What follows belongs to an exercise in optimizing a design on an open flow for small area, a short achievable clock period and few clock cycles per item; a production flow would make more cautious choices.
RTL that was checked went through simulation tests only; none was proved equivalent to the original.
No functional check of the RTL was part of runs 2 and 4.

==> flow/design.v, too long to show whole: its modules and the start of the top module <==
// module muldiv_unit: 151 lines
// module md_cneg: 18 lines
// module md_add: 58 lines
// module mul_array: 591 lines
// module ex_stage_muldiv: 111 lines
module ex_stage_muldiv
#(
  parameter int unsigned XLEN    = 32,
  parameter int unsigned MUL_LAT = 2
) (
  input  logic            clk,
  input  logic            rst_n,
  input  logic [3:0]      ALUCode_ex,
  input  logic            ALUSrcA_ex,
  input  logic [1:0]      ALUSrcB_ex,
  input  logic [XLEN-1:0] Imm_ex,
  input  logic [XLEN-1:0] PC_ex,
  input  logic [4:0]      rs1Addr_ex,
  input  logic [4:0]      rs2Addr_ex,
  input  logic [XLEN-1:0] rs1Data_ex,
  input  logic [XLEN-1:0] rs2Data_ex,
  input  logic [XLEN-1:0] ALUResult_mem,
  input  logic [4:0]      rdAddr_mem,
  input  logic            RegWrite_mem,
  input  logic [XLEN-1:0] RegWriteData_wb,
  input  logic [4:0]      rdAddr_wb,
  input  logic            RegWrite_wb,
  input  logic            MdValid_ex,
  input  logic [2:0]      MdOp_ex,
  input  logic            Flush_ex,
  output logic [XLEN-1:0] ALUResult_ex,
  output logic [XLEN-1:0] MemWriteData_ex,
  output logic [XLEN-1:0] ALU_A,
  output logic [XLEN-1:0] ALU_B,
  output logic            Stall_ex,
  output logic            MdBusy
);
  // ...
==> flow/flow/run.sh <==
#!/bin/bash
# The standard layout (standard.sh), except that the port buffers are plain buf_2 cells
# instead of the delay buffers buffer_ports picks by default. Every port still gets a buffer.
# make's full output goes to standard.log; ORFS's per-step logs stay under orfs/logs.
export BUFFER_PORTS_ARGS="-buffer_cell sky130_fd_sc_hd__buf_2"
bash standard.sh > standard.log 2>&1
==> flow/standard.sh <==
#!/bin/bash
# synth_recipe.tcl (not shown) runs the flow's synth.tcl, then flattens the netlist and writes it again
# the make line also repeats each setting of config.mk as NAME=value (left out here)
make -C /OpenROAD-flow-scripts/flow DESIGN_CONFIG=/design/flow/config.mk WORK_HOME=/design/flow/orfs CLKGATE_MAP_FILE= SYNTH_SCRIPT=/design/flow/synth_recipe.tcl "${@:-finish}"
==> flow/config.mk <==
export PLATFORM = sky130hd
export DESIGN_NAME = ex_stage_muldiv
export DESIGN_NICKNAME = ex_stage_muldiv
export VERILOG_FILES = /design/flow/design.v
export SDC_FILE = /design/flow/constraint.sdc
export NUM_CORES = 4
export LEC_CHECK = 0
export ABC_AREA = 1
export CAP_MARGIN = 20
export CORE_MARGIN = 2
export CORE_UTILIZATION = 40
export SETUP_SLACK_MARGIN = 5
export SLEW_MARGIN = 20
export TNS_END_PERCENT = 0
==> flow/constraint.sdc <==
create_clock -name core_clock -period 16.0 [get_ports {clk}]
set_input_delay 3.2000 -clock core_clock [delete_from_list [all_inputs] [get_ports {clk}]]
set_output_delay 3.2000 -clock core_clock [all_outputs]
set_load 0.01 [all_outputs]
==> summary.txt, run 1 <==
average vias per placed instance: 6.08
GR Util met1: 0.525
non-clk buf share: 0.0944
final core utilization: 0.469
final WL: 209000 µm
TNS Setup: 0 ns
max_slew headroom: 0.144
Hold Vio Cnt, Final: 0
grt total ovfl: 0
Die Area: 98200 µm²
Max Cap Viol: 0
Worst Tran Pin Value: 1.27 ns
Clock buffer cells: 17
Clock transition at path regs: 0.05 ns
WHS: 0.643 ns
hold_sp: u_muldiv.pos[1]$_DFFE_PP_
Critical Path Stages: 25
CORE AREA: 94900 µm²
maximum fanout along the worst path: 20
Synth Area in Adders: 0.241
Area contributors post-synth: fa_1 (16%), nand2_1 (14%), edfxtp_1 (8.7%), ha_1 (8.0%), xor2_1 (7.8%)
initial antenna violation count: 19
drt wl/cell: 28.3 µm
outcome: no timing/DRC/antenna violations
Die Span X: 313 µm
share of the synthesized area in the top cell type: 0.161
gr usage total: 0.415
Non-clock inverters: 803
Worst Reg-to-Reg Cells: 32
H-tree depth: 4
max layer used: met5
Synth Instances: 5814
Yosys cell types: 77
Testbench counts, summed over its fixed seeds: cycles 25,297, instrs 12,000.
==> module ex_stage_muldiv, before the edit <==
module ex_stage_muldiv
#(
  parameter int unsigned XLEN    = 32,
  parameter int unsigned MUL_LAT = 2
) (
  input  logic            clk,
  input  logic            rst_n,
  input  logic [3:0]      ALUCode_ex,
  input  logic            ALUSrcA_ex,
  input  logic [1:0]      ALUSrcB_ex,
  input  logic [XLEN-1:0] Imm_ex,
  input  logic [XLEN-1:0] PC_ex,
  input  logic [4:0]      rs1Addr_ex,
  input  logic [4:0]      rs2Addr_ex,
  input  logic [XLEN-1:0] rs1Data_ex,
  input  logic [XLEN-1:0] rs2Data_ex,
  input  logic [XLEN-1:0] ALUResult_mem,
  input  logic [4:0]      rdAddr_mem,
  input  logic            RegWrite_mem,
  input  logic [XLEN-1:0] RegWriteData_wb,
  input  logic [4:0]      rdAddr_wb,
  input  logic            RegWrite_wb,
  input  logic            MdValid_ex,
  input  logic [2:0]      MdOp_ex,
  input  logic            Flush_ex,
  output logic [XLEN-1:0] ALUResult_ex,
  output logic [XLEN-1:0] MemWriteData_ex,
  output logic [XLEN-1:0] ALU_A,
  output logic [XLEN-1:0] ALU_B,
  output logic            Stall_ex,
  output logic            MdBusy
);
  localparam logic [3:0] ALU_ADD  = 4'd0;
  localparam logic [3:0] ALU_SUB  = 4'd1;
  localparam logic [3:0] ALU_SLL  = 4'd2;
  localparam logic [3:0] ALU_SLT  = 4'd3;
  localparam logic [3:0] ALU_SLTU = 4'd4;
  localparam logic [3:0] ALU_XOR  = 4'd5;
  localparam logic [3:0] ALU_SRL  = 4'd6;
  localparam logic [3:0] ALU_SRA  = 4'd7;
  localparam logic [3:0] ALU_OR   = 4'd8;
  localparam logic [3:0] ALU_AND  = 4'd9;
  localparam logic [3:0] ALU_LUI  = 4'd10;
  logic            mem_a, mem_b, wb_a, wb_b;
  logic [XLEN-1:0] fwd_a_data, fwd_b_data, alu_result, md_result;
  logic            md_done, md_owns;
  assign mem_a = RegWrite_mem && rdAddr_mem != 5'd0 && rdAddr_mem == rs1Addr_ex;
  assign mem_b = RegWrite_mem && rdAddr_mem != 5'd0 && rdAddr_mem == rs2Addr_ex;
  assign wb_a  = RegWrite_wb  && rdAddr_wb  != 5'd0 && rdAddr_wb  == rs1Addr_ex;
  assign wb_b  = RegWrite_wb  && rdAddr_wb  != 5'd0 && rdAddr_wb  == rs2Addr_ex;
  assign fwd_a_data = mem_a ? ALUResult_mem : wb_a ? RegWriteData_wb : rs1Data_ex;
  assign fwd_b_data = mem_b ? ALUResult_mem : wb_b ? RegWriteData_wb : rs2Data_ex;
  assign MemWriteData_ex = fwd_b_data;
  assign ALU_A           = ALUSrcA_ex ? PC_ex : fwd_a_data;
  always_comb begin
    case (ALUSrcB_ex)
      2'd0:    ALU_B = fwd_b_data;
      2'd1:    ALU_B = Imm_ex;
      2'd2:    ALU_B = XLEN'(4);
      default: ALU_B = '0;
    endcase
  end
  logic            is_sub, is_sll, is_sra, lt_s, lt_u, co;
  logic [XLEN-1:0] bx, sum, sh_in, sh_out, sh_res;
  logic [4:0]      shamt;
  assign is_sub = (ALUCode_ex == ALU_SUB) || (ALUCode_ex == ALU_SLT) || (ALUCode_ex == ALU_SLTU);
  assign bx     = ALU_B ^ {XLEN{is_sub}};
  md_add #(XLEN, 1) u_add (.a(ALU_A), .b(bx), .ci(is_sub), .s(sum), .co(co));
  assign lt_u   = ~co;
  assign lt_s   = (ALU_A[XLEN-1] ^ ALU_B[XLEN-1]) ? ALU_A[XLEN-1] : sum[XLEN-1];
  assign is_sll  = (ALUCode_ex == ALU_SLL);
  assign is_sra  = (ALUCode_ex == ALU_SRA);
  assign shamt   = ALU_B[4:0];
  always_comb begin
    for (int i = 0; i < XLEN; i++) sh_in[i] = is_sll ? ALU_A[XLEN-1-i] : ALU_A[i];
  end
  assign sh_out = XLEN'($signed({is_sra & ALU_A[XLEN-1], sh_in}) >>> shamt);
  always_comb begin
    for (int i = 0; i < XLEN; i++) sh_res[i] = is_sll ? sh_out[XLEN-1-i] : sh_out[i];
  end
  logic sel_sum, sel_sh, sel_xor, sel_or, sel_and, sel_b, sel_slt, sel_sltu;
  logic [XLEN-1:0] res_other;
  assign sel_sum  = ~md_owns & ((ALUCode_ex == ALU_ADD) || (ALUCode_ex == ALU_SUB));
  assign sel_sh   = ~md_owns & ((ALUCode_ex == ALU_SLL) || (ALUCode_ex == ALU_SRL) || (ALUCode_ex == ALU_SRA));
  assign sel_xor  = ~md_owns & (ALUCode_ex == ALU_XOR);
  assign sel_or   = ~md_owns & (ALUCode_ex == ALU_OR);
  assign sel_and  = ~md_owns & (ALUCode_ex == ALU_AND);
  assign sel_b    = ~md_owns & (ALUCode_ex == ALU_LUI);
  assign sel_slt  = ~md_owns & (ALUCode_ex == ALU_SLT);
  assign sel_sltu = ~md_owns & (ALUCode_ex == ALU_SLTU);
  assign res_other = (sh_res & {XLEN{sel_sh}}) | ((ALU_A ^ ALU_B) & {XLEN{sel_xor}}) |
                     ((ALU_A | ALU_B) & {XLEN{sel_or}}) | ((ALU_A & ALU_B) & {XLEN{sel_and}}) |
                     (ALU_B & {XLEN{sel_b}}) | md_result |
                     {{(XLEN-1){1'b0}}, (lt_s & sel_slt) | (lt_u & sel_sltu)};
  assign alu_result = (sum & {XLEN{sel_sum}}) | res_other;
  muldiv_unit u_muldiv (
    .clk      (clk),
    .rst_n    (rst_n),
    .md_valid (MdValid_ex),
    .md_op    (MdOp_ex),
    .flush    (Flush_ex),
    .op_a     (fwd_a_data),
    .op_b     (fwd_b_data),
    .stall    (Stall_ex),
    .busy     (MdBusy),
    .done     (md_done),
    .owns     (md_owns),
    .result   (md_result)
  );
  assign ALUResult_ex = alu_result;
endmodule
==> inputs of run 2 (changes only) <==
--- a/flow/design.v
+++ b/flow/design.v
@@ -883,7 +883,8 @@
   logic [4:0]      shamt;
   assign is_sub = (ALUCode_ex == ALU_SUB) || (ALUCode_ex == ALU_SLT) || (ALUCode_ex == ALU_SLTU);
   assign bx     = ALU_B ^ {XLEN{is_sub}};
-  md_add #(XLEN, 1) u_add (.a(ALU_A), .b(bx), .ci(is_sub), .s(sum), .co(co));
+  logic            sum_lsb;
+  assign {co, sum, sum_lsb} = {1'b0, ALU_A, 1'b1} + {1'b0, bx, is_sub};
   assign lt_u   = ~co;
   assign lt_s   = (ALU_A[XLEN-1] ^ ALU_B[XLEN-1]) ? ALU_A[XLEN-1] : sum[XLEN-1];
   assign is_sll  = (ALUCode_ex == ALU_SLL);
==> summary.txt, run 2 <==
Synth-to-Final Area Change: 21.6% (was 16.3%)
Setup Skew: 0.0132 ns (was 0.0158 ns)
CORE AREA: 95300 µm² (was 94900 µm²)
Finished Layout Cells: 7558 (was 7391)
Worst Hold Class: reg -> reg (unchanged)
count leader, synth: nand2_1 (unchanged)
Clock transition at path regs: 0.06 ns (was 0.05 ns)
grt total ovfl: 0 (unchanged)
Setup CP Type: reg -> out (was in -> out)
CTS tree: built (unchanged)
number of port buffers: 357 (unchanged)
commonest cells after routing, fill and taps aside: nand2_1 (1350), inv_1 (719), o21ai_0 (438) (was nand2_1 (1376), inv_1 (713), o21ai_0 (438))
CTS buffer count: 17 (unchanged)
CP most frequent cell: fa_1
Yosys cell types: 71 (was 77)
Detail Placement HPWL: 162000 µm (was 158000 µm)
Post-Synthesis Cell Area: 38600 µm² (was 38300 µm²)
DRT iter0 DRCs: 5900 (was 6208)
Starting Density: 0.405 (was 0.403)
fmax: 89.5 MHz (was 86.5 MHz)
first-pass GRT wire length: 308000 µm (was 298000 µm)
Rows: 113 (unchanged)
startpoint types: flip-flop (was input port)
die extent in y: 315 µm (was 313 µm)
Max Cap Viol: 0 (unchanged)
Slew Viols, Final: 0 (unchanged)
final WL: 220000 µm (was 209000 µm)
Setup Viol. Count Final: 0 (unchanged)
fin nets: 7043 (was 6880)
DP Cell Count: 7291 (was 7240)
worst r2r dst: u_muldiv.rq[30]$_DFFE_PP_ (unchanged)
WP data required: 12.80 ns (about the same)
Yosys reg bits: 113 (unchanged)
initial antenna violation count: 25 (was 19)
hold path endpoint: u_muldiv.pos[1]$_DFFE_PP_ (unchanged)
Area contributors post-synth: fa_1 (16%), nand2_1 (14%), edfxtp_1 (8.6%), ha_1 (8.0%), xor2_1 (7.9%) (was fa_1 (16%), nand2_1 (14%), edfxtp_1 (8.7%), ha_1 (8.0%), xor2_1 (7.8%))
gr usage total: 0.429 (was 0.415)
share of the synthesized area in the top cell type: 0.157 (was 0.161)
Largest stage delay, worst path: 0.78 ns (was 0.80 ns)
Reg-to-Reg Start: u_muldiv.qq[1]$_DFFE_PP_ (was u_muldiv.qq[13]$_DFFE_PP_)
Synth Instances: 5852 (was 5814)
Hold Vio Cnt, Final: 0 (unchanged)
fin crit share: 0.698 (was 0.723)
WP data arrival: 7.97 ns (was 8.36 ns)
H-tree depth: 4 (unchanged)
max_slew headroom: 0.247 (was 0.144)
R2R Setup Slk: 8.47 ns (was 8.29 ns)
Max stage delay cell, worst path: o21ai_0 (unchanged)
Clock Latency Late Sink: 0.46 ns (was 0.45 ns)
Worst Tran Pin Value: 1.12 ns (was 1.27 ns)
Hold Path Depth: 1 (unchanged)
final core utilization: 0.493 (was 0.469)
CTS root buf: clkbuf_16 (unchanged)
most instantiated cells after synthesis: nand2_1 (1392), inv_1 (737), o21ai_0 (499) (was nand2_1 (1414), inv_1 (722), o21ai_0 (469))
post-synth top area cell: fa_1 (unchanged)
fin crit period: 11.17 ns (was 11.56 ns)
Vias: 46817 (was 44957)
outcome: no timing/DRC/antenna violations (unchanged)
Worst Reg-to-Reg Cells: 26 (was 32)
ys flop type: edfxtp_1 (unchanged)
DR pass1 iterations: 9 (was 8)
TNS Setup: 0 ns (unchanged)
most common cell after layout, fill and taps aside: nand2_1 (unchanged)
hold_sp: u_muldiv.pos[1]$_DFFE_PP_ (unchanged)
Post-synth ARST share: 0.0177 (unchanged)
largest net degree at the start of global routing: 69 (was 70)
Die Area: 99000 µm² (was 98200 µm²)
number of enable flip-flop cells after synthesis: 111 (unchanged)
RSZ-0062 raised after global routing: yes (unchanged)
Routed Antenna Nets: 0 (unchanged)
Critical Path End Type: output pin (unchanged)
Seq/Total Area, Yosys: 0.0877 (was 0.0884)
maximum fanout along the worst path: 12 (was 20)
DRC: 0 (unchanged)
fraction of layout cells with a size suffix above 1: 0.196 (was 0.159)
average vias per placed instance: 6.19 (was 6.08)
num ports: 358 (unchanged)
Die Span X: 315 µm (was 313 µm)
Yosys warning total: 11 (was 14)
Regs by FF count: u_muldiv.dq: 32 flops, u_muldiv.qq: 32 flops, u_muldiv.rq: 32 flops (unchanged)
syn avg cell area: 6.59 µm² (was 6.58 µm²)
drt wl/cell: 29.1 µm (was 28.3 µm)
Max clock buf depth: 2 (unchanged)
Post-Syn Nets: 6630 (was 6595)
GP Congestion: 1.10 (was 1.05)
Sink Count: 113 (unchanged)
vias in the first global route: 43406 (was 42228)
[run 2: cell types whose count changed after synthesis, moves of 20 or more]
| cell | previous run | this run |
|---|---|---|
| nor2_1 | 283 | 263 |
| nand3_1 | 353 | 307 |
| o21ai_0 | 469 | 499 |
| nand2_1 | 1414 | 1392 |
| o21ai_1 | 103 | 73 |
| a21oi_1 | 185 | 222 |
[run 2: timing repair]
action | in CTS | in global routing
endpoints found under the setup margin | 42 | 33
pin swaps | 59 | 135
hold buffers | 0 | 0
cloned | 31 | 6
gates resized for setup | 284 | 246
buffers inserted | 110 | 72
[run 2: kinds of logic (layout without fill, tap and decap cells)]
family / Yosys count / count (layout) / synth area share
simple gates: 2177 / 2189 / 0.241
compound gates: 1413 / 1414 / 0.217
buf+inv: 1164 / 1573 / 0.117
fa+ha+maj: 550 / 550 / 0.237
xor+xnor: 417 / 417 / 0.0947
flops: 113 / 113 / 0.0877
mux: 18 / 18 / 0.00467
other cells: 0 / 19 / 0
[run 2: worst max-delay path by stage]
| stage | start | end | depth (start not counted) |
|---|---|---|---|
| after detailed placement | rs1Addr_ex[4] | ALUResult_ex[0] | 29 |
| after CTS | u_muldiv.qq[3]$_DFFE_PP_ | ALUResult_ex[31] | 38 |
| after global placement | rs1Addr_ex[4] | ALUResult_ex[0] | 29 |
| after floorplan | rdAddr_wb[3] | ALUResult_ex[22] | 32 |
| final | u_muldiv.qq[1]$_DFFE_PP_ | ALUResult_ex[31] | 28 |
| after global routing | rdAddr_wb[1] | ALUResult_ex[26] | 32 |
[run 2: per-layer routing]
| metal | track usage | wire length, µm | vias up | part of all wire |
|---|---|---|---|---|
| li1 | - | - | 20326 | - |
| met1 | 0.522 | 77600 | 22019 | 0.35 |
| met2 | 0.635 | 91300 | 3508 | 0.42 |
| met3 | 0.109 | 27700 | 946 | 0.13 |
| met4 | 0.362 | 23200 | 18 | 0.11 |
| met5 | 0 | 107 | - | 0.00049 |
[run 2: layout make-up]
class / count / area [µm²]
sequential: 113 / 3390
tap: 1265 / 1580
fill: 9803 / 48400
timing repair buffer: 726 / 5530
clock inverter: 9 / 95.1
clock buffer: 19 / 433
inverter: 814 / 3140
timing repair inverter: 5 / 42.5
multi-input combinational: 4588 / 32700
antenna: 19 / 47.5
[run 2: worst max-delay path: cells and delay by family, from the launching register on]
family	cells	cell delay (ns)
flip-flops	1	0.44
adder cells (fa/ha/maj)	7	3.37
buffers and inverters	6	0.88
AO/OA/AOI/OAI	5	1.45
XOR/XNOR	1	0.19
AND/OR/NAND/NOR	9	1.18
[run 2: per-stage QoR]
stage / hold slack [ns] / instance area [µm²] / worst slack (ns)
floorplan: 0.569 / 38600 / 5.23
global placement: 0.621 / 41900 / 3.10
detailed placement: 0.623 / 41900 / 3.26
CTS: 0.631 / 45200 / 4.93
global route: 0.638 / 46900 / 4.73
finish: 0.631 / 46900 / 4.83
==> module muldiv_unit, before the edit <==
module muldiv_unit (
  input  logic        clk,
  input  logic        rst_n,
  input  logic        md_valid,
  input  logic [2:0]  md_op,
  input  logic        flush,
  input  logic [31:0] op_a,
  input  logic [31:0] op_b,
  output logic        stall,
  output logic        busy,
  output logic        done,      
  output logic        owns,      
  output logic [31:0] result     
);
  localparam logic [2:0] MD_MUL    = 3'd0;
  localparam logic [2:0] MD_MULH   = 3'd1;
  localparam logic [2:0] MD_MULHSU = 3'd2;
  localparam logic [2:0] MD_MULHU  = 3'd3;
  localparam logic [1:0] S_IDLE = 2'd0;
  localparam logic [1:0] S_M1   = 2'd1;   
  localparam logic [1:0] S_M2   = 2'd3;   
  localparam logic [1:0] S_DIV  = 2'd2;   
  function automatic [5:0] lzc32(input [31:0] x);
    integer i;
    begin
      lzc32 = 6'd32;
      for (i = 0; i < 32; i = i + 1) if (x[i]) lzc32 = 31 - i;
    end
  endfunction
  logic [1:0]  st;
  logic [31:0] rq, qq, dq;      
  logic        aq_hi;           
  logic        b15, p16;        
  logic        bx;              
  logic        mul_hi;          
  logic [5:0]  pos;             
  logic        op_rem, q_neg, r_neg, q_ones;
  logic        idle, start, is_div, d_q0, fast;
  assign idle   = (st == S_IDLE);
  assign start  = idle && md_valid;
  assign is_div = md_op[2];
  assign fast   = is_div && d_q0;     
  logic        a_sgn, b_sgn;
  logic [32:0] m_a;
  logic [16:0] m_b;
  logic [32:0] m_acc;
  logic        m_x;
  logic [48:0] cs_s, cs_c, m_out;
  logic        m_co;
  assign a_sgn = (md_op == MD_MULH) || (md_op == MD_MULHSU);
  assign b_sgn = (md_op == MD_MULH);
  assign m_a   = {aq_hi, dq};
  assign m_b   = {qq[15:0], b15 & st[1]};
  assign m_acc = st[1] ? {rq[31], rq, p16} : 33'd0;
  assign m_x   = st[1] & bx;
  mul_array u_arr (.m_a(m_a), .m_b(m_b), .m_acc(m_acc), .m_x(m_x), .cs_s(cs_s), .cs_c(cs_c));
  md_add #(49) u_cpa (.a(cs_s), .b(cs_c), .ci(1'b0), .s(m_out), .co(m_co));
  logic        d_sgn, d_sa, d_sb, d_bz;
  logic [31:0] d_ma, d_mb;
  logic [5:0]  d_za, d_zb;
  assign d_sgn = ~md_op[0];
  assign d_sa  = d_sgn & op_a[31];
  assign d_sb  = d_sgn & op_b[31];
  md_cneg u_nega (.x(op_a), .en(d_sa), .y(d_ma));
  md_cneg u_negb (.x(op_b), .en(d_sb), .y(d_mb));
  assign d_bz  = (op_b == 32'd0);
  assign d_za  = lzc32(d_ma);
  assign d_zb  = lzc32(d_mb);
  logic [31:0] d_ua, d_ub, d_ub_hi;
  assign d_ua = d_sa ? {op_a[30:0] ^ 31'h7fff_ffff, 1'b1} : op_a;
  assign d_ub = op_b ^ {32{d_sb}};
  always_comb begin
    d_ub_hi[31] = 1'b0;                        
    for (int i = 30; i >= 0; i--) d_ub_hi[i] = d_ub_hi[i+1] | d_ub[i+1];
  end
  assign d_q0  = ~|(d_ua & ~d_ub_hi) & (d_ub_hi[0] | d_ub[0] | d_sb);
  logic [4:0]  sh_amt;
  logic [31:0] d_al;
  assign sh_amt = d_zb[4:0] - d_za[4:0];
  assign d_al   = d_mb << sh_amt;
  logic [31:0] t1, t2, r1, rn, qn, d2;
  logic        c1, c2, ge1, ge2, two, last, pos_neg;
  logic [5:0]  pos_nx;
  assign pos_neg = pos[5];
  assign two  = ~pos_neg & (pos != 6'd0);
  assign last = pos_neg | (pos[4:1] == 4'd0);
  md_add #(32) u_sub1 (.a(rq), .b(~dq), .ci(1'b1), .s(t1), .co(c1));
  assign ge1  = c1 & ~pos_neg;
  assign r1   = ge1 ? t1 : rq;
  assign d2   = {1'b0, dq[31:1]};
  md_add #(32) u_sub2 (.a(r1), .b(~d2), .ci(1'b1), .s(t2), .co(c2));
  assign ge2  = c2 & two;
  assign rn   = ge2 ? t2 : r1;
  assign qn   = two ? {qq[29:0], ge1, ge2} : {qq[30:0], ge1};
  assign pos_nx = pos - 6'd2;
  logic [31:0] mul_res, div_val, div_res;
  assign mul_res = mul_hi ? m_out[47:16] : {m_out[15:0], qq[31:16]};
  assign div_val = op_rem ? rn : qn;
  md_cneg u_negr (.x(div_val), .en(op_rem ? r_neg : q_neg), .y(div_res));
  assign done   = (start && fast) || (st == S_M2) || (st == S_DIV && last);
  assign owns   = ~idle | md_valid;
  assign result = idle ? (op_a & {32{md_valid & fast & md_op[1]}}) :
                  st[0] ? mul_res : (div_res | {32{q_ones}});       
  assign stall  = rst_n && !flush && ((start && !fast) || (st == S_M1) || (st == S_DIV && !last));
  assign busy   = (st == S_M1) || (st == S_DIV && !last);
  always_ff @(posedge clk or negedge rst_n) begin
    if (!rst_n) begin
      st <= S_IDLE;
    end else if (flush) begin
      st <= S_IDLE;
    end else begin
      case (st)
        S_IDLE:  if (md_valid && !fast) st <= is_div ? S_DIV : S_M1;
        S_M1:    st <= S_M2;
        S_DIV:   if (last) st <= S_IDLE;
        default: st <= S_IDLE;
      endcase
    end
  end
  always_ff @(posedge clk) begin
    if (start) begin
      if (is_div) begin
        rq     <= d_ma;
        dq     <= d_al;
        qq     <= 32'd0;
        pos    <= (d_bz || d_za > d_zb) ? 6'h3f : {1'b0, sh_amt};
        op_rem <= md_op[1];
        q_neg  <= d_sa ^ d_sb;
        r_neg  <= d_sa;
        q_ones <= d_bz & ~md_op[1];
      end else begin
        qq     <= op_b;
        dq     <= op_a;
        aq_hi  <= a_sgn & op_a[31];
        b15    <= op_b[15];
        bx     <= ~b_sgn & op_b[31];
        mul_hi <= (md_op != MD_MUL);
        q_ones <= 1'b0;
      end
    end else if (st == S_M1) begin
      rq        <= m_out[48:17];
      p16       <= m_out[16];
      qq        <= {m_out[15:0], qq[31:16]};
    end else if (st == S_DIV) begin
      rq  <= rn;
      qq  <= qn;
      dq  <= {2'b0, dq[31:2]};
      pos <= pos_nx;
    end
  end
endmodule
==> inputs of run 3 (changes only) <==
--- a/flow/design.v
+++ b/flow/design.v
@@ -118,18 +118,20 @@
     end
   end
   always_ff @(posedge clk) begin
+    rq  <= st[1] ? rn : (st[0] ? m_out[48:17] : d_ma);
+    qq  <= st[1] ? qn : (st[0] ? {m_out[15:0], qq[31:16]} : (op_b & {32{~is_div}}));
+    p16 <= m_out[16];
+    pos <= idle ? ((d_bz || d_za > d_zb) ? 6'h3f : {1'b0, sh_amt}) : pos_nx;
+  end
+  always_ff @(posedge clk) begin
     if (start) begin
       if (is_div) begin
-        rq     <= d_ma;
         dq     <= d_al;
-        qq     <= 32'd0;
-        pos    <= (d_bz || d_za > d_zb) ? 6'h3f : {1'b0, sh_amt};
         op_rem <= md_op[1];
         q_neg  <= d_sa ^ d_sb;
         r_neg  <= d_sa;
         q_ones <= d_bz & ~md_op[1];
       end else begin
-        qq     <= op_b;
         dq     <= op_a;
         aq_hi  <= a_sgn & op_a[31];
         b15    <= op_b[15];
@@ -137,15 +139,8 @@
         mul_hi <= (md_op != MD_MUL);
         q_ones <= 1'b0;
       end
-    end else if (st == S_M1) begin
-      rq        <= m_out[48:17];
-      p16       <= m_out[16];
-      qq        <= {m_out[15:0], qq[31:16]};
     end else if (st == S_DIV) begin
-      rq  <= rn;
-      qq  <= qn;
       dq  <= {2'b0, dq[31:2]};
-      pos <= pos_nx;
     end
   end
 endmodule
==> summary.txt, run 3 <==
outcome: no timing/DRC/antenna violations (unchanged)
area of the multi-input gates: 31500 µm² (was 32700 µm²)
hold bufs inserted after CTS: 0 (unchanged)
Hold Vio Cnt, Final: 0 (unchanged)
fraction of layout cells with a size suffix above 1: 0.179 (was 0.196)
DR pass1 iterations: 10 (was 9)
commonest cells after routing, fill and taps aside: nand2_1 (1289), inv_1 (746), o21ai_0 (415) (was nand2_1 (1350), inv_1 (719), o21ai_0 (438))
Die Span X: 310 µm (was 315 µm)
Seq/Total Area, Yosys: 0.0719 (was 0.0877)
WP data arrival: 8.20 ns (was 7.97 ns)
initial antenna violation count: 26 (was 25)
ys flop type: dfxtp_1 (was edfxtp_1)
CTS root buf: clkbuf_16 (unchanged)
maximum fanout along the worst path: 31 (was 12)
Area contributors post-synth: fa_1 (16%), nand2_1 (13%), xor2_1 (8.5%), ha_1 (8.2%), inv_1 (7.6%) (was fa_1 (16%), nand2_1 (14%), edfxtp_1 (8.6%), ha_1 (8.0%), xor2_1 (7.9%))
Rows: 112 (was 113)
Synth-to-Final Area Change: 19.1% (was 21.6%)
drt wl/cell: 28.6 µm (was 29.1 µm)
Clock transition at path regs: 0.06 ns (about the same)
WP data required: 12.80 ns (about the same)
die extent in y: 310 µm (was 315 µm)
Max clock buf depth: 2 (unchanged)
CORE AREA: 92900 µm² (was 95300 µm²)
H-tree depth: 4 (unchanged)
gr usage total: 0.427 (was 0.429)
number of port buffers: 357 (unchanged)
DRC: 0 (unchanged)
fin crit period: 11.40 ns (was 11.17 ns)
Setup Skew: 0.0142 ns (was 0.0132 ns)
CTS buffer count: 17 (unchanged)
Vias: 45048 (was 46817)
Yosys reg bits: 113 (unchanged)
max_slew headroom: 0.209 (was 0.247)
share of the synthesized area in the top cell type: 0.162 (was 0.157)
Post-synth ARST share: 0.0177 (unchanged)
GP Congestion: 1.11 (was 1.10)
vias in the first global route: 41929 (was 43406)
CTS tree: built (unchanged)
Clock Latency Late Sink: 0.45 ns (was 0.46 ns)
DRT iter0 DRCs: 6551 (was 5900)
largest net degree at the start of global routing: 66 (was 69)
Routed Antenna Nets: 0 (unchanged)
post-synth top area cell: fa_1 (unchanged)
startpoint types: input port (was flip-flop)
Die Area: 95800 µm² (was 99000 µm²)
num ports: 358 (unchanged)
fin crit share: 0.713 (was 0.698)
Synth Instances: 5729 (was 5852)
Starting Density: 0.402 (was 0.405)
RSZ-0062 raised after global routing: yes (unchanged)
count leader, synth: nand2_1 (unchanged)
Filler cells: 9745 (was 9803)
average vias per placed instance: 6.11 (was 6.19)
most instantiated cells after synthesis: nand2_1 (1331), inv_1 (758), o21ai_0 (459) (was nand2_1 (1392), inv_1 (737), o21ai_0 (499))
number of enable flip-flop cells after synthesis: 41 (was 111)
Setup CP Type: in -> out (was reg -> out)
first-pass GRT wire length: 296000 µm (was 308000 µm)
Yosys cell types: 76 (was 71)
Worst Hold Class: reg -> reg (unchanged)
Regs by FF count: u_muldiv.dq: 32 flops, u_muldiv.qq: 32 flops, u_muldiv.rq: 32 flops (unchanged)
syn avg cell area: 6.52 µm² (was 6.59 µm²)
Post-Synthesis Cell Area: 37300 µm² (was 38600 µm²)
Worst Tran Pin Value: 1.18 ns (was 1.12 ns)
final WL: 211000 µm (was 220000 µm)
Critical Path End Type: output pin (unchanged)
TNS Setup: 0 ns (unchanged)
Slew Viols, Final: 0 (unchanged)
fmax: 87.7 MHz (was 89.5 MHz)
most common cell after layout, fill and taps aside: nand2_1 (unchanged)
Detail Placement HPWL: 163000 µm (was 162000 µm)
Max Cap Viol: 0 (unchanged)
grt total ovfl: 0 (unchanged)
fin nets: 6861 (was 7043)
Yosys warning total: 11 (unchanged)
Sink Count: 113 (unchanged)
register area: 2700 µm² (was 3390 µm²)
Setup Viol. Count Final: 0 (unchanged)
Post-Syn Nets: 6504 (was 6630)
==> run 3: cells by family after synthesis <==
group / Yosys count / share of synthesized area
AND/OR/NAND/NOR: 2106 / 0.242
buffers and inverters: 1166 / 0.121
adder cells (fa/ha/maj): 547 / 0.244
XOR/XNOR: 406 / 0.0958
multiplexers: 11 / 0.00295
AO/OA/AOI/OAI: 1380 / 0.222
flip-flops: 113 / 0.0719
==> run 3: layout make-up <==
cell class / instances / area share
antenna: 20 / 0.00113
clock buffer: 18 / 0.0101
clock inverter: 14 / 0.00340
inverter: 834 / 0.0734
multi-input combinational: 4460 / 0.709
sequential: 113 / 0.0608
tap: 1254 / 0.0353
timing repair buffer: 656 / 0.106
timing repair inverter: 4 / 0.000900
==> run 3: path summary, 6_finish.rpt <==
check                                                   to  slack (ns)  depth (start not counted)                        from
worst min register to register     u_muldiv.pos[1]$_DFF_P_        0.52                          1     u_muldiv.pos[1]$_DFF_P_
max in group asynchronous       u_muldiv.st[1]$_DFFE_PN0P_       13.24                          1                       rst_n
min in group asynchronous       u_muldiv.st[0]$_DFFE_PN0P_        2.58                          1                       rst_n
worst max-delay path                       ALUResult_ex[5]        4.60                         26               rs1Addr_ex[1]
worst max register to register     u_muldiv.rq[29]$_DFF_P_        8.96                         30  u_muldiv.st[1]$_DFFE_PN0P_
worst min-delay path               u_muldiv.pos[1]$_DFF_P_        0.52                          1     u_muldiv.pos[1]$_DFF_P_
==> run 3: worst max-delay path, stage by stage <==
cell      delay, ns
buf_2          0.12
xnor2_1        0.15
nand2_1        0.10
nor2_4         0.22
buf_4          0.17
nand3_4        0.34
o211ai_1       0.29
o21a_1         0.18
inv_1          0.05
buf_4          0.21
nand2_1        0.09
o21a_1         0.23
o21ai_0        0.21
o21ai_0        0.51
o21ai_0        0.26
o21ai_0        0.28
nand2_1        0.08
nand2_1        0.10
nor2_1         0.05
a31oi_1        0.24
nand2_1        0.08
nand2_1        0.25
o211ai_1       0.15
a21oi_1        0.22
o21ai_0        0.21
buf_2          0.20
==> run 3: metal layers <==
metal | up-vias | wire length (µm) | GRT usage
met5 | - | 67 | 0
met4 | 10 | 23000 | 0.364
met3 | 845 | 25700 | 0.104
met2 | 3286 | 86300 | 0.629
met1 | 21165 | 75700 | 0.523
li1 | 19742 | - | -
==> run 3: metrics by stage <==
step / instance area [µm²] / hold slack, ns / utilization / instances / worst slack, ns
6_report: 44500 / 0.521 / 0.479 / 7373 / 4.60
5_1_grt: 44500 / 0.562 / 0.478 / 7366 / 4.46
4_1_cts: 43500 / 0.523 / 0.468 / 7304 / 4.83
3_5_place_dp: 40700 / 0.512 / 0.438 / 7171 / 3.17
3_3_place_gp: 40700 / 0.476 / 0.438 / 7171 / 3.23
2_1_floorplan: 37300 / 0.450 / - / 5729 / 5.09
==> run 3: timing repair <==
action | 4_1_cts | 5_1_grt
gates resized for setup | 313 | 102
pin swaps | 84 | 73
endpoints found under the setup margin | 33 | 35
cloned | 19 | 8
buffers inserted | 82 | 39
Testbench counts of run 3, summed over its fixed seeds: cycles 25,297, instrs 12,000.
==> inputs of run 4 (changes only) <==
--- a/flow/design.v
+++ b/flow/design.v
@@ -878,8 +878,7 @@
   logic [4:0]      shamt;
   assign is_sub = (ALUCode_ex == ALU_SUB) || (ALUCode_ex == ALU_SLT) || (ALUCode_ex == ALU_SLTU);
   assign bx     = ALU_B ^ {XLEN{is_sub}};
-  logic            sum_lsb;
-  assign {co, sum, sum_lsb} = {1'b0, ALU_A, 1'b1} + {1'b0, bx, is_sub};
+  md_add #(XLEN, 1) u_add (.a(ALU_A), .b(bx), .ci(is_sub), .s(sum), .co(co));
   assign lt_u   = ~co;
   assign lt_s   = (ALU_A[XLEN-1] ^ ALU_B[XLEN-1]) ? ALU_A[XLEN-1] : sum[XLEN-1];
   assign is_sll  = (ALUCode_ex == ALU_SLL);
==> summary.txt, run 4 <==
Starting Density: 0.404 (was 0.402)
number of port buffers: 357 (unchanged)
most common cell after layout, fill and taps aside: nand2_1 (unchanged)
Max Cap Viol: 0 (unchanged)
Yosys warning total: 14 (was 11)
share of the synthesized area in the top cell type: 0.167 (was 0.162)
gr usage total: 0.419 (was 0.427)
Seq/Total Area, Yosys: 0.0725 (was 0.0719)
post-synthesis compound-gate area fraction: 0.220 (was 0.222)
final WL: 205000 µm (was 211000 µm)
Filler cells: 9519 (was 9745)
CTS tree: built (unchanged)
R2R Setup Slk: 8.94 ns (was 8.96 ns)
CORE AREA: 91700 µm² (was 92900 µm²)
Setup CP Type: in -> out (unchanged)
number of enable flip-flop cells after synthesis: 41 (unchanged)
fraction of layout cells with a size suffix above 1: 0.193 (was 0.179)
drt wl/cell: 28.0 µm (was 28.6 µm)
Hold Vio Cnt, Final: 0 (unchanged)
TNS Setup: 0 ns (unchanged)
max_slew headroom: 0.166 (was 0.209)
post-synth top area cell: fa_1 (unchanged)
commonest cells after routing, fill and taps aside: nand2_1 (1284), inv_1 (769), o21ai_0 (412) (was nand2_1 (1289), inv_1 (746), o21ai_0 (415))
GP Congestion: 1.08 (was 1.11)
count leader, synth: nand2_1 (unchanged)
hold bufs inserted after CTS: 0 (unchanged)
Vias: 44285 (was 45048)
Area contributors post-synth: fa_1 (17%), nand2_1 (14%), xor2_1 (8.5%), ha_1 (8.2%), inv_1 (7.9%) (was fa_1 (16%), nand2_1 (13%), xor2_1 (8.5%), ha_1 (8.2%), inv_1 (7.6%))
Post-Synthesis Cell Area: 37000 µm² (was 37300 µm²)
max layer used: met5 (unchanged)
DRC: 0 (unchanged)
fin crit period: 11.49 ns (was 11.40 ns)
Setup Viol. Count Final: 0 (unchanged)
Worst Hold Class: reg -> reg (unchanged)
Synth Area in Adders: 0.249 (was 0.244)
ys flop type: dfxtp_1 (unchanged)
Yosys reg bits: 113 (unchanged)
grt total ovfl: 0 (unchanged)
average vias per placed instance: 6.06 (was 6.11)
Post-Syn Nets: 6451 (was 6504)
Rows: 111 (was 112)
Die Span X: 308 µm (was 310 µm)
fmax: 87.0 MHz (was 87.7 MHz)
Slew Viols, Final: 0 (unchanged)
initial antenna violation count: 29 (was 26)
DRT iter0 DRCs: 5968 (was 6551)
Setup Skew: 0.0109 ns (was 0.0142 ns)
multiplexer share of the synthesized area: 0.00298 (was 0.00295)
met3 routed WL: 23700 µm (was 25700 µm)
vias in the first global route: 40929 (was 41929)
maximum fanout along the worst path: 12 (was 31)
Clock Latency Late Sink: 0.45 ns (about the same)
Post-synth ARST share: 0.0177 (unchanged)
startpoint types: input port (unchanged)
H-tree depth: 4 (unchanged)
worst setup margin: 4.51 ns (was 4.60 ns)
syn avg cell area: 6.52 µm² (about the same)
RSZ-0062 raised after global routing: yes (unchanged)
fin crit share: 0.718 (was 0.713)
most instantiated cells after synthesis: nand2_1 (1335), inv_1 (781), o21ai_0 (466) (was nand2_1 (1331), inv_1 (758), o21ai_0 (459))
Met1 Routed Length: 74900 µm (was 75700 µm)
largest net degree at the start of global routing: 70 (was 66)
outcome: no timing/DRC/antenna violations (unchanged)
design area: 45100 µm² (was 44500 µm²)
num ports: 358 (unchanged)
main combinational cell family by area after synthesis: adder cells (unchanged)
Die Area: 94900 µm² (was 95800 µm²)
Synth Area in XOR/XNOR: 0.0961 (was 0.0958)
CTS root buf: clkbuf_16 (unchanged)
die extent in y: 308 µm (was 310 µm)
Worst Tran Pin Value: 1.24 ns (was 1.18 ns)
Sink Count: 113 (unchanged)
DR pass1 iterations: 7 (was 10)
fin nets: 6863 (was 6861)
Synth-to-Final Area Change: 21.8% (was 19.1%)
Detail Placement HPWL: 157000 µm (was 163000 µm)
Routed Antenna Nets: 0 (unchanged)
first-pass GRT wire length: 288000 µm (was 296000 µm)
Clock transition at path regs: 0.06 ns (about the same)
Regs by FF count: u_muldiv.dq: 32 flops, u_muldiv.qq: 32 flops, u_muldiv.rq: 32 flops (unchanged)
Synth Instances: 5673 (was 5729)
WP data required: 12.80 ns (about the same)
met2 WL: 84900 µm (was 86300 µm)
CTS buffer count: 17 (unchanged)
Critical Path End Type: output pin (unchanged)
Placed Instance Area: 40300 µm² (was 40700 µm²)
WP data arrival: 8.29 ns (was 8.20 ns)
simple-gate share of the synthesized area: 0.234 (was 0.242)
worst slack, placed: 3.01 ns (was 3.17 ns)
Max clock buf depth: 2 (unchanged)
Yosys cell types: 69 (was 76)
==> run 4: cell types whose count changed after synthesis, moves of 11 or more <==
cell / change
nand3_1: -54
inv_1: +23
nand4_1: +22
a21oi_1: -20
o211ai_1: -14
o21a_1: -11
o22ai_1: +11
==> run 4: what timing repair did <==
action	CTS	global route
endpoints found under the setup margin	65	62
resized for setup	286	211
gates cloned	27	7
pin swaps	92	123
buffers inserted	110	49
==> run 4: worst paths after layout <==
| check | from | endpoint | depth (start not counted) |
|---|---|---|---|
| worst max-delay path | rs1Addr_ex[0] | ALUResult_ex[1] | 22 |
| worst min-delay path | u_muldiv.qq[31]$_DFF_P_ | u_muldiv.qq[15]$_DFF_P_ | 2 |
| worst max register to register | u_muldiv.qq[15]$_DFF_P_ | u_muldiv.rq[27]$_DFF_P_ | 31 |
| worst min register to register | u_muldiv.qq[31]$_DFF_P_ | u_muldiv.qq[15]$_DFF_P_ | 2 |
| max in group asynchronous | rst_n | u_muldiv.st[1]$_DFFE_PN0P_ | 1 |
| min in group asynchronous | rst_n | u_muldiv.st[0]$_DFFE_PN0P_ | 1 |
==> run 4: cells by family after synthesis <==
group,after synthesis
AND/OR/NAND/NOR,2038
AO/OA/AOI/OAI,1357
buffers and inverters,1199
adder cells (fa/ha/maj),550
XOR/XNOR,405
flip-flops,113
multiplexers,11
==> run 4: stage by stage <==
| stage | std cells | hold slack [ns] | util |
|---|---|---|---|
| 3_3_place_gp | 7057 | 0.505 | 0.440 |
| 6_report | 7306 | 0.538 | 0.491 |
| 5_1_grt | 7302 | 0.571 | 0.491 |
| 4_1_cts | 7226 | 0.526 | 0.476 |
| 3_5_place_dp | 7057 | 0.517 | 0.440 |
| 2_1_floorplan | 5673 | 0.459 | - |
==> run 4: metal layers <==
metal / up-vias / GRT usage
li1: 19619 / -
met1: 20762 / 0.514
met2: 3113 / 0.622
met3: 777 / 0.0955
met4: 14 / 0.352
met5: - / 0
==> run 4: cell type report <==
type | count | area (µm²) | share of cell area
repair buffers | 717 | 5440 | 0.121
flip-flops and latches | 113 | 2690 | 0.0598
well taps | 1186 | 1480 | 0.0329
repair inverters | 3 | 25.0 | 0.000555
clock buffers | 21 | 493 | 0.0109
inverters | 861 | 3330 | 0.0739
multi-input cells | 4372 | 31400 | 0.698
diodes | 22 | 55.1 | 0.00122
clock inverters | 11 | 95.1 | 0.00211
==> run 4: worst max-delay path, stage by stage <==
cell	delay (ns)
buf_2	0.12
xnor2_1	0.15
nand2_1	0.13
nor2_4	0.16
buf_4	0.18
nand3_2	0.23
o21ai_1	0.76
nand2_1	0.12
o21ai_0	0.34
inv_1	0.25
o21ai_0	0.21
inv_1	0.07
o21ai_0	0.52
nand2_1	0.12
nand2_1	0.11
o21ai_0	0.16
o21ai_0	0.45
nand2_1	0.13
a31oi_1	0.41
a211oi_1	0.13
o21ai_2	0.14
buf_2	0.17
==> inputs of run 5 (changes only) <==
--- a/flow/design.v
+++ b/flow/design.v
@@ -878,7 +878,8 @@
   logic [4:0]      shamt;
   assign is_sub = (ALUCode_ex == ALU_SUB) || (ALUCode_ex == ALU_SLT) || (ALUCode_ex == ALU_SLTU);
   assign bx     = ALU_B ^ {XLEN{is_sub}};
-  md_add #(XLEN, 1) u_add (.a(ALU_A), .b(bx), .ci(is_sub), .s(sum), .co(co));
+  logic            sum_lsb;
+  assign {co, sum, sum_lsb} = {1'b0, ALU_A, 1'b1} + {1'b0, bx, is_sub};
   assign lt_u   = ~co;
   assign lt_s   = (ALU_A[XLEN-1] ^ ALU_B[XLEN-1]) ? ALU_A[XLEN-1] : sum[XLEN-1];
   assign is_sll  = (ALUCode_ex == ALU_SLL);
--- a/flow/config.mk
+++ b/flow/config.mk
@@ -9,6 +9,6 @@
 export CAP_MARGIN = 20
 export CORE_MARGIN = 2
 export CORE_UTILIZATION = 40
-export SETUP_SLACK_MARGIN = 5
+export SETUP_SLACK_MARGIN = 4
 export SLEW_MARGIN = 20
 export TNS_END_PERCENT = 0
==> summary.txt, run 5 <==
Worst Tran Pin Value: 1.17 ns (was 1.24 ns)
Yosys warning total: 11 (was 14)
CTS tree: built (unchanged)
most instantiated cells after synthesis: nand2_1 (1331), inv_1 (758), o21ai_0 (459) (was nand2_1 (1335), inv_1 (781), o21ai_0 (466))
Sink Count: 113 (unchanged)
Vias: 43928 (was 44285)
fin crit share: 0.747 (was 0.718)
max_slew headroom: 0.215 (was 0.166)
fraction of layout cells with a size suffix above 1: 0.137 (was 0.193)
Regs by FF count: u_muldiv.dq: 32 flops, u_muldiv.qq: 32 flops, u_muldiv.rq: 32 flops (unchanged)
Synth Instances: 5729 (was 5673)
Yosys cell types: 76 (was 69)
WP data required: 12.80 ns (about the same)
vias in the first global route: 40666 (was 40929)
Hold Vio Cnt, Final: 0 (unchanged)
number of enable flip-flop cells after synthesis: 41 (unchanged)
Clock transition at path regs: 0.06 ns (about the same)
GP Congestion: 1.11 (was 1.08)
Critical Path End Type: output pin (unchanged)
Die Area: 95800 µm² (was 94900 µm²)
Routed Antenna Nets: 0 (unchanged)
Setup CP Type: in -> out (unchanged)
Setup Viol. Count Final: 0 (unchanged)
Max clock buf depth: 2 (unchanged)
initial antenna violation count: 23 (was 29)
fin nets: 6735 (was 6863)
most common cell after layout, fill and taps aside: nand2_1 (unchanged)
fin crit period: 11.94 ns (was 11.49 ns)
Detail Placement HPWL: 163000 µm (was 157000 µm)
RSZ-0062 raised after global routing: yes (unchanged)
final WL: 205000 µm (about the same)
Slew Viols, Final: 0 (unchanged)
TNS Setup: 0 ns (unchanged)
Worst Hold Class: reg -> reg (unchanged)
post-synth top area cell: fa_1 (unchanged)
Post-synth ARST share: 0.0177 (unchanged)
Seq/Total Area, Yosys: 0.0719 (was 0.0725)
fmax: 83.7 MHz (was 87.0 MHz)
share of the synthesized area in the top cell type: 0.162 (was 0.167)
Rows: 112 (was 111)
worst slack, placed: 3.17 ns (was 3.01 ns)
commonest cells after routing, fill and taps aside: nand2_1 (1322), inv_1 (757), o21ai_0 (436) (was nand2_1 (1284), inv_1 (769), o21ai_0 (412))
largest net degree at the start of global routing: 66 (was 70)
grt total ovfl: 0 (unchanged)
DRT iter0 DRCs: 5820 (was 5968)
ys flop type: dfxtp_1 (unchanged)
maximum fanout along the worst path: 41 (was 12)
drt wl/cell: 28.2 µm (was 28.0 µm)
H-tree depth: 4 (unchanged)
Filler cells: 9967 (was 9519)
outcome: no timing/DRC/antenna violations (unchanged)
Starting Density: 0.402 (was 0.404)
num ports: 358 (unchanged)
gr usage total: 0.417 (was 0.419)
Post-Syn Nets: 6504 (was 6451)
startpoint types: input port (unchanged)
first-pass GRT wire length: 289000 µm (was 288000 µm)
DR pass1 iterations: 7 (unchanged)
Area contributors post-synth: fa_1 (16%), nand2_1 (13%), xor2_1 (8.5%), ha_1 (8.2%), inv_1 (7.6%) (was fa_1 (17%), nand2_1 (14%), xor2_1 (8.5%), ha_1 (8.2%), inv_1 (7.9%))
Die Span X: 310 µm (was 308 µm)
WP data arrival: 8.74 ns (was 8.29 ns)
Max Cap Viol: 0 (unchanged)
Post-Synthesis Cell Area: 37300 µm² (was 37000 µm²)
worst setup margin: 4.06 ns (was 4.51 ns)
CORE AREA: 92900 µm² (was 91700 µm²)
Setup Skew: 0.0141 ns (was 0.0109 ns)
DRC: 0 (unchanged)
average vias per placed instance: 6.06 (about the same)
Yosys reg bits: 113 (unchanged)
Synth-to-Final Area Change: 12.6% (was 21.8%)
syn avg cell area: 6.52 µm² (about the same)
final core utilization: 0.452 (was 0.491)
Clock Latency Late Sink: 0.45 ns (about the same)
CTS root buf: clkbuf_16 (unchanged)
die extent in y: 310 µm (was 308 µm)
count leader, synth: nand2_1 (unchanged)
number of port buffers: 357 (unchanged)
CTS buffer count: 17 (unchanged)
-- run 5: per-stage QoR --
step / instance area [µm²] / cells / hold WS, ns
after floorplan: 37300 / 5729 / 0.450
after global placement: 40700 / 7171 / 0.476
after detailed placement: 40700 / 7171 / 0.512
after CTS: 41500 / 7211 / 0.523
after global routing: 42000 / 7238 / 0.562
final: 42000 / 7245 / 0.521
-- run 5: layer usage --
metal	vias up	global-route usage	part of all wire
met4	14	0.334	0.099
li1	19461	-	-
met5	-	0	0.00043
met3	674	0.0978	0.11
met1	20680	0.519	0.37
met2	3099	0.615	0.41
-- run 5: worst paths after layout --
path	startpoint	to	slack, ns	cells after the start
worst max register to register	u_muldiv.qq[15]$_DFF_P_	u_muldiv.rq[25]$_DFF_P_	8.48	32
worst min-delay path	u_muldiv.pos[1]$_DFF_P_	u_muldiv.pos[1]$_DFF_P_	0.52	1
worst min register to register	u_muldiv.pos[1]$_DFF_P_	u_muldiv.pos[1]$_DFF_P_	0.52	1
max in group asynchronous	rst_n	u_muldiv.st[1]$_DFFE_PN0P_	13.25	1
worst max-delay path	rdAddr_wb[0]	ALUResult_ex[13]	4.06	26
min in group asynchronous	rst_n	u_muldiv.st[0]$_DFFE_PN0P_	2.58	1
-- run 5: final cells by class --
class	count	area, µm²	share of cell area
clock buffers	18	450	0.0107
clock inverters	14	151	0.00360
multi-input cells	4454	30600	0.728
diodes	18	45.0	0.00107
well taps	1254	1570	0.0373
inverters	834	3190	0.0760
repair buffers	540	3340	0.0794
flip-flops and latches	113	2700	0.0641
-- run 5: critical path, cell delays in order --
cell	delay (ns)
buf_2	0.13
nor2_1	0.15
nand3_2	0.08
nand2_2	0.12
inv_1	0.09
nand3_4	0.28
clkinv_8	0.24
nand2_1	0.11
nand2_1	0.06
nand2_1	0.06
o21a_1	0.37
inv_1	0.34
nand2_1	0.14
o21a_1	0.41
o21ai_0	0.17
o21ai_0	0.35
o21ai_0	0.25
nand2_1	0.10
o21ai_0	0.17
o21ai_0	0.49
a21oi_1	0.16
o21ai_0	0.18
nor2_1	0.09
a2111oi_0	0.32
nand3_1	0.37
buf_2	0.26
-- run 5: repair_timing --
item                                    4_1_cts  5_1_grt
cloned                                        2        3
gates resized for setup                      63       83
hold buffers                                  0        0
pin swaps                                     6       11
buffers inserted                              6       12
endpoints found under the setup margin       32       32
-- run 5: logic make-up after synthesis --
family | share of synthesized area
buffers and inverters | 0.121
AND/OR/NAND/NOR | 0.242
flip-flops | 0.0719
adder cells (fa/ha/maj) | 0.244
XOR/XNOR | 0.0958
AO/OA/AOI/OAI | 0.222
multiplexers | 0.00295
Testbench counts of run 5, summed over its fixed seeds: cycles 25,297, instrs 12,000.
==> inputs of run 6 (changes only) <==
==> flow/flow/run.sh (replaced) <==
#!/bin/bash
# The standard layout (standard.sh), except that the port buffers are plain buf_2 cells
# instead of the delay buffers buffer_ports picks by default (every port still gets a buffer),
# and that timing is not repaired again after global routing.
# make's full output goes to standard.log; ORFS's per-step logs stay under orfs/logs.
export BUFFER_PORTS_ARGS="-buffer_cell sky130_fd_sc_hd__buf_2"
export SKIP_INCREMENTAL_REPAIR=1
bash standard.sh > standard.log 2>&1
--- a/flow/config.mk
+++ b/flow/config.mk
@@ -9,6 +9,6 @@
 export CAP_MARGIN = 20
 export CORE_MARGIN = 2
 export CORE_UTILIZATION = 40
-export SETUP_SLACK_MARGIN = 4
+export SETUP_SLACK_MARGIN = 5
 export SLEW_MARGIN = 20
 export TNS_END_PERCENT = 0
==> summary.txt, run 6 <==
Regs by FF count: u_muldiv.dq: 32 flops, u_muldiv.qq: 32 flops, u_muldiv.rq: 32 flops (unchanged)
Routed Antenna Nets: 0 (unchanged)
fraction of layout cells with a size suffix above 1: 0.162 (was 0.137)
Starting Density: 0.402 (unchanged)
post-synthesis compound-gate area fraction: 0.222 (unchanged)
Reg-to-Reg Start: u_muldiv.st[1]$_DFFE_PN0P_ (was u_muldiv.qq[15]$_DFF_P_)
post-synth top area cell: fa_1 (unchanged)
gr usage total: 0.427 (was 0.417)
TNS Setup: 0 ns (unchanged)
Slew Viols, Final: 0 (unchanged)
number of port buffers: 357 (unchanged)
maximum fanout along the worst path: 20 (was 41)
Setup Viol. Count Final: 0 (unchanged)
syn avg cell area: 6.52 µm² (unchanged)
DR pass1 iterations: 8 (was 7)
setup bufs post-CTS: 82 (was 6)
Clock transition at path regs: 0.06 ns (about the same)
Yosys cell types: 76 (unchanged)
final WL: 209000 µm (was 205000 µm)
CTS root buf: clkbuf_16 (unchanged)
Finished Layout Cells: 7324 (was 7245)
DP Cell Count: 7171 (unchanged)
Sink Count: 113 (unchanged)
Vias: 44486 (was 43928)
Worst Hold Class: reg -> reg (unchanged)
outcome: no timing/DRC/antenna violations (unchanged)
main combinational cell family by area after synthesis: adder cells (unchanged)
Synth Area in XOR/XNOR: 0.0958 (unchanged)
Post-synth ARST share: 0.0177 (unchanged)
CTS buffer count: 17 (unchanged)
crit path launch: rdAddr_wb[0] (unchanged)
num ports: 358 (unchanged)
final core utilization: 0.469 (was 0.452)
Die Area: 95800 µm² (unchanged)
simple-gate share of the synthesized area: 0.242 (unchanged)
vias in the first global route: 41929 (was 40666)
GR peak layer: met2 (unchanged)
Setup CP Type: in -> out (unchanged)
CORE AREA: 92900 µm² (unchanged)
Filler cells: 9849 (was 9967)
Synth Instances: 5729 (unchanged)
Max stage delay cell, worst path: o21ai_0 (unchanged)
max_slew headroom: 0.123 (was 0.215)
CTS tree: built (unchanged)
Critical Path End Type: output pin (unchanged)
Clock Latency Late Sink: 0.45 ns (about the same)
GP Congestion: 1.11 (unchanged)
DRT iter0 DRCs: 6411 (was 5820)
hold bufs inserted after CTS: 0 (unchanged)
Yosys warning total: 11 (unchanged)
Synth-to-Final Area Change: 16.7% (was 12.6%)
fin crit share: 0.720 (was 0.747)
first-pass GRT wire length: 296000 µm (was 289000 µm)
largest net degree at the start of global routing: 66 (unchanged)
number of enable flip-flop cells after synthesis: 41 (unchanged)
grt total ovfl: 0 (unchanged)
WP data arrival: 8.32 ns (was 8.74 ns)
drt wl/cell: 28.5 µm (was 28.2 µm)
Hold Vio Cnt, Final: 0 (unchanged)
cts repair resizes: 313 (was 63)
GR Util met1: 0.523 (was 0.519)
hold_sp: u_muldiv.pos[1]$_DFF_P_ (unchanged)
fmax: 86.8 MHz (was 83.7 MHz)
Area contributors post-synth: fa_1 (16%), nand2_1 (13%), xor2_1 (8.5%), ha_1 (8.2%), inv_1 (7.6%) (unchanged)
most common cell after layout, fill and taps aside: nand2_1 (unchanged)
H-tree depth: 4 (unchanged)
Rows: 112 (unchanged)
Worst Tran Pin Value: 1.31 ns (was 1.17 ns)
met3 Resource Use GR: 0.104 (was 0.0978)
WP data required: 12.80 ns (about the same)
Detail Placement HPWL: 163000 µm (unchanged)
fin nets: 6812 (was 6735)
Largest stage delay, worst path: 0.43 ns (was 0.49 ns)
average vias per placed instance: 6.07 (was 6.06)
initial antenna violation count: 26 (was 23)
Max clock buf depth: 2 (unchanged)
most instantiated cells after synthesis: nand2_1 (1331), inv_1 (758), o21ai_0 (459) (unchanged)
fin crit period: 11.52 ns (was 11.94 ns)
Post-Syn Nets: 6504 (unchanged)
die extent in y: 310 µm (unchanged)
startpoint types: input port (unchanged)
count leader, synth: nand2_1 (unchanged)
multiplexer share of the synthesized area: 0.00295 (unchanged)
Yosys reg bits: 113 (unchanged)
Die Span X: 310 µm (unchanged)
Setup Skew: 0.0148 ns (was 0.0141 ns)
Post-Synthesis Cell Area: 37300 µm² (unchanged)
ys flop type: dfxtp_1 (unchanged)
met2 Use GR: 0.629 (was 0.615)
DRC: 0 (unchanged)
Synth Area in Adders: 0.244 (unchanged)
commonest cells after routing, fill and taps aside: nand2_1 (1302), inv_1 (749), o21ai_0 (424) (was nand2_1 (1322), inv_1 (757), o21ai_0 (436))
share of the synthesized area in the top cell type: 0.162 (unchanged)
Seq/Total Area, Yosys: 0.0719 (unchanged)
Max Cap Viol: 0 (unchanged)
## run 6: cell types whose count changed in the layout (fill, tap and decap cells not counted), moves of 8 or more
cell | before | now
o22ai_2 | 3 | 17
fa_1 | 303 | 293
o21ai_0 | 436 | 424
buf_12 | 8 | 20
o21ai_4 | 6 | 15
fa_2 | 0 | 10
buf_4 | 164 | 207
bufbuf_16 | 0 | 10
buf_6 | 4 | 12
o22ai_1 | 293 | 278
inv_1 | 757 | 749
nand2_2 | 23 | 42
nand2_1 | 1322 | 1302
## run 6: final cells by class
type / count / area (µm²) / area share
timing repair inverter: 1 / 8.76 / 0.000201
clock buffer: 18 / 450 / 0.0103
timing repair buffer: 612 / 4290 / 0.0985
antenna: 20 / 50.0 / 0.00115
tap: 1254 / 1570 / 0.0360
inverter: 834 / 3240 / 0.0743
multi-input combinational: 4458 / 31100 / 0.714
sequential: 113 / 2700 / 0.0620
clock inverter: 14 / 151 / 0.00347
## run 6: routing by layer
metal | routed length (µm) | vias up | part of all wire
met3 | 24000 | 813 | 0.11
met2 | 85700 | 3126 | 0.41
li1 | - | 19603 | -
met5 | 138 | - | 0.00066
met4 | 22200 | 14 | 0.11
met1 | 76700 | 20930 | 0.37
## run 6: metrics by stage
stage,worst slack [ns],hold slack [ns],area [µm²]
final,4.48,0.520,43600
after global routing,4.01,0.562,43600
after CTS,4.83,0.523,43500
after detailed placement,3.17,0.512,40700
after global placement,3.23,0.476,40700
after floorplan,5.09,0.450,37300
## run 6: worst paths after layout
check,to,slack (ns),depth (start not counted)
setup / recovery,ALUResult_ex[5],4.48,29
hold / removal,u_muldiv.pos[1]$_DFF_P_,0.52,1
setup reg to reg,u_muldiv.rq[25]$_DFF_P_,8.84,28
hold reg to reg,u_muldiv.pos[1]$_DFF_P_,0.52,1
max in group asynchronous,u_muldiv.st[1]$_DFFE_PN0P_,13.24,1
min in group asynchronous,u_muldiv.st[0]$_DFFE_PN0P_,2.58,1
## run 6: cells by family (layout without fill, tap and decap cells)
kind of cell | Yosys count | in the layout
AO/OA/AOI/OAI | 1380 | 1380
AND/OR/NAND/NOR | 2106 | 2114
XOR/XNOR | 406 | 406
buffers and inverters | 1166 | 1479
flip-flops | 113 | 113
multiplexers | 11 | 11
other | 0 | 20
adder cells (fa/ha/maj) | 547 | 547
## run 6: worst max-delay path: cells and delay by family
kind            cells  cell delay (ns)
compound gates     11             2.44
simple gates       11             1.47
buf+inv             7             1.19

afterwards: timing with drivers on the ports:
The results above use ideal ports. As a check the final layouts listed here were re-extracted and re-timed, cells and wires unchanged. Step 1, drivers: a clkbuf_16 drives clk and a buf_2 each remaining input, both assumed. Step 2 also shifts input and output timing later by t, the mid clock arrival at the registers, as if the neighbouring blocks saw the same clock. Slacks: ideal / step 1 / step 2; pairs: ideal / step 1.
run	t, ns	slack for setup (ns)	hold WS [ns]	worst setup path after step 2	worst slew at a driven data input, ns
run 1	0.504	4.436 / 4.417 / 4.417	0.643 / 0.643 / 0.643	input to output	0.13
run 2	0.512	4.831 / 4.773 / 4.906	0.631 / 0.631 / 0.631	input to output	0.11
run 3	0.490	4.597 / 4.569 / 4.577	0.521 / 0.521 / 0.521	input to output	0.13
run 4	0.500	4.511 / 4.489 / 4.489	0.538 / 0.538 / 0.538	input to output	0.16
run 5	0.498	4.055 / 4.037 / 4.037	0.521 / 0.521 / 0.521	input to output	0.11
run 6	0.495	4.482 / 4.464 / 4.464	0.520 / 0.520 / 0.520	input to output	0.12
After both steps every run listed still meets setup and hold. The setup slack of run 4, which loses most, moves by -0.022 ns with the drivers and by -0.022 ns with both steps.
